This design comes from an exercise in tuning for small area, a short achievable clock period and few clock cycles on the open sky130 flow, not from production work.

P:
==> flow/design.v <==
`default_nettype none
package store_pkg;
  localparam int unsigned BUS_NIBBLES = 16;
  localparam int unsigned BUS_BYTES   = 8;
  localparam int unsigned BUS_NB_W    = 4;
  localparam int unsigned SEQ_NIBBLES = 32;
  localparam int unsigned SEQ_NB_W    = 5;
  typedef struct packed {
    logic [SEQ_NIBBLES-1:0][3:0] nb;
    logic [SEQ_NIBBLES-1:0]      en;
  } seq_entry_t;
  typedef struct packed {
    logic [BUS_NB_W-1:0] addr_off;
    logic                is_head;
    logic [BUS_NB_W:0]   lbn;
    logic                is_last;
    logic                is_final;
  } txn_beat_t;
  typedef struct packed {
    logic [7:0] vstart;
    logic [1:0] eew;
  } meta_t;
  typedef struct packed {
    logic [4*BUS_NIBBLES-1:0] data;
    logic [BUS_BYTES-1:0]     strb;
    logic                     last;
  } w_beat_t;
  typedef struct packed {
    logic                load;
    logic [SEQ_NB_W-1:0] load_ptr;
    logic                advance;
    logic [BUS_NB_W:0]   adv_cnt;
    logic                bus_clear;
    logic                seq_clear;
  } cursor_cmd_t;
  typedef struct packed {
    logic [BUS_NB_W:0]   start;
    logic [BUS_NB_W:0]   upper;
    logic [SEQ_NB_W-1:0] seq_ptr;
  } pack_win_t;
endpackage
`default_nettype wire
`timescale 1ns/1ps
`default_nettype none
module ready_gate_rx (
  input  wire logic a_i,
  input  wire logic b_i,
  input  wire logic w_i,
  output logic      y_o
);
  assign y_o = a_i || (b_i && w_i);
endmodule
module ready_gate_tx (
  input  wire logic a_i,
  input  wire logic b_i,
  input  wire logic c_i,
  input  wire logic w_i,
  input  wire logic d_i,
  input  wire logic v_i,
  output logic      y_o
);
  assign y_o = a_i || (b_i && (c_i || w_i) && (d_i || v_i));
endmodule
`default_nettype wire
`timescale 1ns/1ps
`default_nettype none
module seq_store_top (
  input  wire logic                  clk_i,
  input  wire logic                  rst_ni,
  input  wire logic                  rx_deshfu_valid_i,
  output logic                       rx_deshfu_ready_o,
  input  wire store_pkg::seq_entry_t rx_deshfu_i,
  input  wire logic                  txn_valid_i,
  output logic                       txn_ready_o,
  input  wire store_pkg::txn_beat_t  txn_i,
  input  wire logic                  meta_valid_i,
  output logic                       meta_ready_o,
  input  wire store_pkg::meta_t      meta_i,
  output logic                       axi_w_valid_o,
  input  wire logic                  axi_w_ready_i,
  output store_pkg::w_beat_t         axi_w_o
);
  logic        in_req_q;
  logic        hold_q;
  logic        view_hold_q;   
  logic [4:0]  ptr_q;
  logic [15:0][3:0] hi_nb_q;
  logic [15:0]      hi_en_q;
  logic        out_valid_q;
  store_pkg::w_beat_t out_q;
  logic        tq_valid_q;
  logic [3:0]  tq_lower_q;
  logic [4:0]  tq_cnt_q;
  logic        tq_last_q;
  logic        tq_final_q;
  logic        tn_valid_q;
  logic [3:0]  tn_lower_q;
  logic [4:0]  tn_cnt_q;
  logic        tn_last_q;
  logic        tn_final_q;
  logic [4:0]  sum_q;     
  logic        span_q;    
  logic        ge17_q;    
  logic        ge32_q;    
  logic [4:0]  rot_q;     
  logic        mv0_q;
  logic        mv1_q;
  logic [4:0]  moff0_q;
  logic [4:0]  moff1_q;
  logic base;
  logic straddle;
  logic slot_free;
  logic need_x;
  logic step;
  logic capture;
  logic take_x;
  logic fin;
  logic load_meta;
  logic tn_move;
  logic tn_load;
  assign base      = in_req_q && tq_valid_q;
  assign straddle  = !hold_q && span_q;
  assign slot_free = !out_valid_q || axi_w_ready_i;
  assign need_x    = !hold_q || span_q;
  assign fin       = tq_final_q;
  assign capture   = base && straddle && rx_deshfu_valid_i;
  assign step      = base && !straddle && slot_free && (!need_x || rx_deshfu_valid_i);
  assign take_x    = capture || (step && (fin ? need_x : (!hold_q && ge17_q)));
  assign load_meta = mv0_q && (!in_req_q || (step && fin));
  assign tn_move   = step || !tq_valid_q;
  assign tn_load   = txn_valid_i && txn_ready_o;
  logic ready_go;     
  logic ready_free;   
  logic rx_pre_a;
  logic rx_pre_b;
  logic tx_pre_a;
  logic tx_pre_b;
  assign ready_go   = base && !straddle;
  assign ready_free = !need_x;
  assign rx_pre_a   = (base && straddle)
                      || (ready_go && !out_valid_q && (fin ? need_x : (!hold_q && ge17_q)));
  assign rx_pre_b   = ready_go && (fin ? need_x : (!hold_q && ge17_q));
  assign tx_pre_a   = !tn_valid_q || !tq_valid_q;
  assign tx_pre_b   = tn_valid_q && tq_valid_q && ready_go;
  ready_gate_tx u_txn_ready (
    .a_i (tx_pre_a),
    .b_i (tx_pre_b),
    .c_i (!out_valid_q),
    .w_i (axi_w_ready_i),
    .d_i (ready_free),
    .v_i (rx_deshfu_valid_i),
    .y_o (txn_ready_o)
  );
  ready_gate_rx u_rx_ready (
    .a_i (rx_pre_a),
    .b_i (rx_pre_b),
    .w_i (axi_w_ready_i),
    .y_o (rx_deshfu_ready_o)
  );
  assign meta_ready_o      = !mv1_q;
  logic [4:0] meta_off;
  logic [4:0] ptr_n;
  always_comb begin
    case (meta_i.eew)
      2'd0:    meta_off = {meta_i.vstart[3:0], 1'b0};
      2'd1:    meta_off = {meta_i.vstart[2:0], 2'b0};
      2'd2:    meta_off = {meta_i.vstart[1:0], 3'b0};
      default: meta_off = {meta_i.vstart[0], 4'b0};
    endcase
  end
  logic [4:0] ptr_1;    
  logic [4:0] ptr_0;    
  logic [3:0] lower_0;
  logic [4:0] cnt_0;
  logic [5:0] sum_1;
  logic [5:0] sum_0;
  logic [4:0] rot_1;
  logic [4:0] rot_0;
  assign ptr_1   = fin ? moff0_q : sum_q;
  assign ptr_0   = in_req_q ? ptr_q : moff0_q;
  assign lower_0 = tq_valid_q ? tq_lower_q : tn_lower_q;
  assign cnt_0   = tq_valid_q ? tq_cnt_q : tn_cnt_q;
  assign sum_1   = {1'b0, ptr_1} + {1'b0, tn_cnt_q};
  assign sum_0   = {1'b0, ptr_0} + {1'b0, cnt_0};
  assign rot_1   = ptr_1 - {1'b0, tn_lower_q};
  assign rot_0   = ptr_0 - {1'b0, lower_0};
  logic [5:0] sum_s;
  logic [4:0] rot_s;
  assign ptr_n = step ? ptr_1 : ptr_0;
  assign sum_s = step ? sum_1 : sum_0;
  assign rot_s = step ? rot_1 : rot_0;
  always_ff @(posedge clk_i or negedge rst_ni) begin
    if (!rst_ni) begin
      in_req_q   <= 1'b0;
      hold_q     <= 1'b0;
      view_hold_q <= 1'b0;
      tq_valid_q <= 1'b0;
      tn_valid_q <= 1'b0;
    end else begin
      if (capture) begin
        hold_q <= 1'b1;
      end else if (step) begin
        if (fin) begin
          hold_q <= 1'b0;
        end else if (hold_q) begin
          hold_q <= !ge32_q;
        end else begin
          hold_q <= ge17_q && !ge32_q;
        end
      end
      if (capture) begin
        view_hold_q <= 1'b1;
      end else if (step) begin
        view_hold_q <= !fin && !ge32_q && (view_hold_q || ge17_q);
      end
      if (load_meta) begin
        in_req_q <= 1'b1;
      end else if (step && fin) begin
        in_req_q <= 1'b0;
      end
      if (tn_move) begin
        tq_valid_q <= tn_valid_q;
      end
      if (txn_ready_o) begin
        tn_valid_q <= txn_valid_i;
      end
    end
  end
  always_ff @(posedge clk_i) begin
    ptr_q  <= ptr_n;
    sum_q  <= sum_s[4:0];
    span_q <= step ? sum_1 > 6'd32 : sum_0 > 6'd32;
    ge17_q <= step ? sum_1 >= 6'd17 : sum_0 >= 6'd17;
    ge32_q <= sum_s[5];
    rot_q  <= rot_s;
    if (tn_move) begin
      tq_lower_q <= tn_lower_q;
      tq_cnt_q   <= tn_cnt_q;
      tq_last_q  <= tn_last_q;
      tq_final_q <= tn_final_q;
    end
    if (tn_load) begin
      tn_lower_q <= txn_i.is_head ? txn_i.addr_off : 4'd0;
      tn_cnt_q   <= (txn_i.is_last ? txn_i.lbn : 5'd16)
                    - {1'b0, txn_i.is_head ? txn_i.addr_off : 4'd0};
      tn_last_q  <= txn_i.is_last;
      tn_final_q <= txn_i.is_final;
    end
  end
  logic meta_push;
  assign meta_push = meta_valid_i && !mv1_q;
  always_ff @(posedge clk_i or negedge rst_ni) begin
    if (!rst_ni) begin
      mv0_q <= 1'b0;
      mv1_q <= 1'b0;
    end else begin
      if (load_meta) begin
        mv0_q <= mv1_q || meta_push;
        mv1_q <= 1'b0;
      end else begin
        mv0_q <= mv0_q || meta_push;
        mv1_q <= mv1_q || (mv0_q && meta_push);
      end
    end
  end
  always_ff @(posedge clk_i) begin
    if (load_meta ? !mv1_q : !mv0_q) begin
      moff0_q <= meta_off;
    end else if (load_meta) begin
      moff0_q <= moff1_q;
    end
    if (meta_push && mv0_q && !load_meta) begin
      moff1_q <= meta_off;
    end
  end
  always_ff @(posedge clk_i) begin
    if (take_x) begin
      for (int j = 0; j < 16; j++) begin
        hi_nb_q[j] <= rx_deshfu_i.nb[16+j];
      end
      hi_en_q <= rx_deshfu_i.en[31:16];
    end
  end
  logic [31:0][4:0] view;
  always_comb begin
    for (int j = 0; j < 32; j++) begin
      if (j >= 17 && view_hold_q) begin
        view[j] = {hi_en_q[j-16], hi_nb_q[j-16]};
      end else begin
        view[j] = {rx_deshfu_i.en[j], rx_deshfu_i.nb[j]};
      end
    end
  end
  logic [30:0][4:0] r4;
  logic [22:0][4:0] r3;
  logic [18:0][4:0] r2;
  logic [16:0][4:0] r1;
  logic [15:0][4:0] r0;
  always_comb begin
    for (int k = 0; k < 31; k++) r4[k] = rot_q[4] ? view[(k+16)%32] : view[k];
    for (int k = 0; k < 23; k++) r3[k] = rot_q[3] ? r4[k+8] : r4[k];
    for (int k = 0; k < 19; k++) r2[k] = rot_q[2] ? r3[k+4] : r3[k];
    for (int k = 0; k < 17; k++) r1[k] = rot_q[1] ? r2[k+2] : r2[k];
    for (int k = 0; k < 16; k++) r0[k] = rot_q[0] ? r1[k+1] : r1[k];
  end
  logic [4:0]       tq_upper;
  logic [15:0][3:0] bus_nb;
  assign tq_upper = {1'b0, tq_lower_q} + tq_cnt_q;
  logic [15:0]      bus_en;
  logic [7:0]       bus_strb;
  always_comb begin
    for (int i = 0; i < 16; i++) begin
      if (4'(i) >= tq_lower_q && 5'(i) < tq_upper) begin
        bus_nb[i] = r0[i][3:0];
        bus_en[i] = r0[i][4];
      end else begin
        bus_nb[i] = 4'd0;
        bus_en[i] = 1'b0;
      end
    end
    for (int k = 0; k < 8; k++) begin
      bus_strb[k] = bus_en[2*k] | bus_en[2*k+1];
    end
  end
  always_ff @(posedge clk_i or negedge rst_ni) begin
    if (!rst_ni) begin
      out_valid_q <= 1'b0;
    end else if (step) begin
      out_valid_q <= 1'b1;
    end else if (axi_w_ready_i) begin
      out_valid_q <= 1'b0;
    end
  end
  always_ff @(posedge clk_i) begin
    if (step) begin
      out_q.data <= bus_nb;
      out_q.strb <= bus_strb;
      out_q.last <= tq_last_q;
    end
  end
  assign axi_w_valid_o = out_valid_q;
  assign axi_w_o       = out_q;
endmodule
`default_nettype wire
==> flow/config.mk <==
export PLATFORM = sky130hd
export DESIGN_NAME = seq_store_top
export DESIGN_NICKNAME = seq_store_top
export VERILOG_FILES = /design/flow/design.v
export SDC_FILE = /design/flow/constraint.sdc
export NUM_CORES = 4
export LEC_CHECK = 0
export CAP_MARGIN = 20
export CORE_MARGIN = 2
export CORE_UTILIZATION = 60
export CTS_CLUSTER_DIAMETER = 70
export CTS_CLUSTER_SIZE = 32
export SETUP_SLACK_MARGIN = 3.3
export SLEW_MARGIN = 20
export SYNTH_HIERARCHICAL = 1
==> flow/constraint.sdc <==
create_clock -name core_clock -period 6.3 [get_ports {clk_i}]
set_input_delay 1.2600 -clock core_clock [delete_from_list [all_inputs] [get_ports {clk_i}]]
set_output_delay 1.2600 -clock core_clock [all_outputs]
set_load 0.01 [all_outputs]
standard.sh (not shown) runs the stock make flow with config.mk's settings and CLKGATE_MAP_FILE= SYNTH_SCRIPT=/design/flow/synth_recipe.tcl, a recipe that flattens the netlist after the stock synthesis.
==> flow/flow/run.sh <==
#!/bin/bash
# Standard ORFS layout, with the port buffers inserted as the smallest buffer
# (the resizer still upsizes any that timing needs).
set -euo pipefail
export BUFFER_PORTS_ARGS="-buffer_cell sky130_fd_sc_hd__buf_1"
bash standard.sh finish > standard_flow.log 2>&1
Input-level comparison between Q and P:
-- flow/design.v --
<<< P, line 102
  logic        span_q;    
  logic        ge17_q;    
  logic        ge32_q;    
  logic [4:0]  rot_q;     
  logic        mv0_q;
  logic        mv1_q;
  logic [4:0]  moff0_q;
  logic [4:0]  moff1_q;
  logic base;
  logic straddle;
>>> Q, line 102
  logic        span_q;    
  logic        ge17_q;    
  logic        rdy_s0_q;  
  logic        rdy_v0_q;  
  logic        rdy_v1_q;  
  logic        ge32_q;    
  logic [4:0]  rot_q;     
  logic        mv0_q;
  logic [4:0]  moff0_q;
  logic base;
  logic straddle;
<<< P, line 138
  assign ready_go   = base && !straddle;
  assign ready_free = !need_x;
  assign rx_pre_a   = (base && straddle)
                      || (ready_go && !out_valid_q && (fin ? need_x : (!hold_q && ge17_q)));
  assign rx_pre_b   = ready_go && (fin ? need_x : (!hold_q && ge17_q));
  assign tx_pre_a   = !tn_valid_q || !tq_valid_q;
  assign tx_pre_b   = tn_valid_q && tq_valid_q && ready_go;
>>> Q, line 139
  assign ready_go   = base && !straddle;
  assign ready_free = !need_x;
  assign rx_pre_b   = in_req_q && (hold_q ? rdy_v1_q : rdy_v0_q);
  assign rx_pre_a   = (in_req_q && !hold_q && rdy_s0_q) || (rx_pre_b && !out_valid_q);
  assign tx_pre_a   = !tn_valid_q || !tq_valid_q;
  assign tx_pre_b   = tn_valid_q && tq_valid_q && ready_go;
<<< P, line 158
    .y_o (rx_deshfu_ready_o)
  );
  assign meta_ready_o      = !mv1_q;
  logic [4:0] meta_off;
  logic [4:0] ptr_n;
>>> Q, line 158
    .y_o (rx_deshfu_ready_o)
  );
  ready_gate_tx u_meta_ready (
    .a_i (!mv0_q || !in_req_q),
    .b_i (fin && ready_go),
    .c_i (!out_valid_q),
    .w_i (axi_w_ready_i),
    .d_i (ready_free),
    .v_i (rx_deshfu_valid_i),
    .y_o (meta_ready_o)
  );
  logic [4:0] meta_off;
  logic [4:0] ptr_n;
<<< P, line 187
  logic [5:0] sum_s;
  logic [4:0] rot_s;
  assign ptr_n = step ? ptr_1 : ptr_0;
  assign sum_s = step ? sum_1 : sum_0;
>>> Q, line 195
  logic [5:0] sum_s;
  logic [4:0] rot_s;
  logic       span_n;
  logic       ge17_n;
  logic       tqv_n;
  logic       fin_n;
  assign span_n = step ? sum_1 > 6'd32 : sum_0 > 6'd32;
  assign ge17_n = step ? sum_1 >= 6'd17 : sum_0 >= 6'd17;
  assign tqv_n  = tn_move ? tn_valid_q : tq_valid_q;
  assign fin_n  = tn_move ? tn_final_q : tq_final_q;
  assign ptr_n = step ? ptr_1 : ptr_0;
  assign sum_s = step ? sum_1 : sum_0;
<<< P, line 230
    ptr_q  <= ptr_n;
    sum_q  <= sum_s[4:0];
    span_q <= step ? sum_1 > 6'd32 : sum_0 > 6'd32;
    ge17_q <= step ? sum_1 >= 6'd17 : sum_0 >= 6'd17;
    ge32_q <= sum_s[5];
    rot_q  <= rot_s;
>>> Q, line 246
    ptr_q  <= ptr_n;
    sum_q  <= sum_s[4:0];
    span_q <= span_n;
    ge17_q <= ge17_n;
    rdy_s0_q <= tqv_n && span_n;
    rdy_v0_q <= tqv_n && !span_n && (fin_n || ge17_n);
    rdy_v1_q <= tqv_n && fin_n && span_n;
    ge32_q <= sum_s[5];
    rot_q  <= rot_s;
<<< P, line 248
    end
  end
  logic meta_push;
  assign meta_push = meta_valid_i && !mv1_q;
  always_ff @(posedge clk_i or negedge rst_ni) begin
    if (!rst_ni) begin
      mv0_q <= 1'b0;
      mv1_q <= 1'b0;
    end else begin
      if (load_meta) begin
        mv0_q <= mv1_q || meta_push;
        mv1_q <= 1'b0;
      end else begin
        mv0_q <= mv0_q || meta_push;
        mv1_q <= mv1_q || (mv0_q && meta_push);
      end
    end
  end
  always_ff @(posedge clk_i) begin
    if (load_meta ? !mv1_q : !mv0_q) begin
      moff0_q <= meta_off;
    end else if (load_meta) begin
      moff0_q <= moff1_q;
    end
    if (meta_push && mv0_q && !load_meta) begin
      moff1_q <= meta_off;
    end
  end
>>> Q, line 267
    end
  end
  always_ff @(posedge clk_i or negedge rst_ni) begin
    if (!rst_ni) begin
      mv0_q <= 1'b0;
    end else if (meta_ready_o) begin
      mv0_q <= meta_valid_i;
    end
  end
  always_ff @(posedge clk_i) begin
    if (meta_ready_o) begin
      moff0_q <= meta_off;
    end
  end
Overall routed net length went down by a few percent going from P to Q. Between Q and P, it is Q whose clock network area share is higher, by 0.58 points. Share of the core filled with cells in Q is 0.31 points higher than in P. Total area of sequential cells for Q is lower than for P. Mean number of vias per cell went down by a few percent going from P to Q.
No run of this note included a check of the RTL's function; only the layout flow was run.

## static timing again, ports no longer ideal
How much do the figures lean on ideal ports? The routed layouts below were timed once more, with nothing changed but the port constraints.
Step 1 (the two cells are an assumption about what drives the block):
set clk [get_ports {clk_i}]
set_driving_cell -lib_cell sky130_fd_sc_hd__clkbuf_16 $clk
set_driving_cell -lib_cell sky130_fd_sc_hd__buf_2 [delete_from_list [all_inputs] $clk]
Step 2 times the ports against the registers' clock, not the clock port: input delays grow and output delays shrink by t, the midpoint of the rising clock arrivals with the driver on.
a / b / c = ideal ports / drivers / drivers and shift; a / b = the first two.
| run | t, ns | slack for setup (ns) | worst hold slack (ns) | worst data-port slew with drivers (ns) |
|---|---|---|---|---|
| P | 0.538 | 3.235 / 3.186 / 2.887 | 0.437 / 0.437 / 0.437 | 0.07 |
| Q | 0.550 | 3.223 / 3.185 / 2.718 | 0.425 / 0.425 / 0.425 | 0.10 |
After both steps setup and hold are still met in every run listed. The setup slack of Q, which loses most, moves by -0.038 ns with the drivers and by -0.505 ns with both steps.
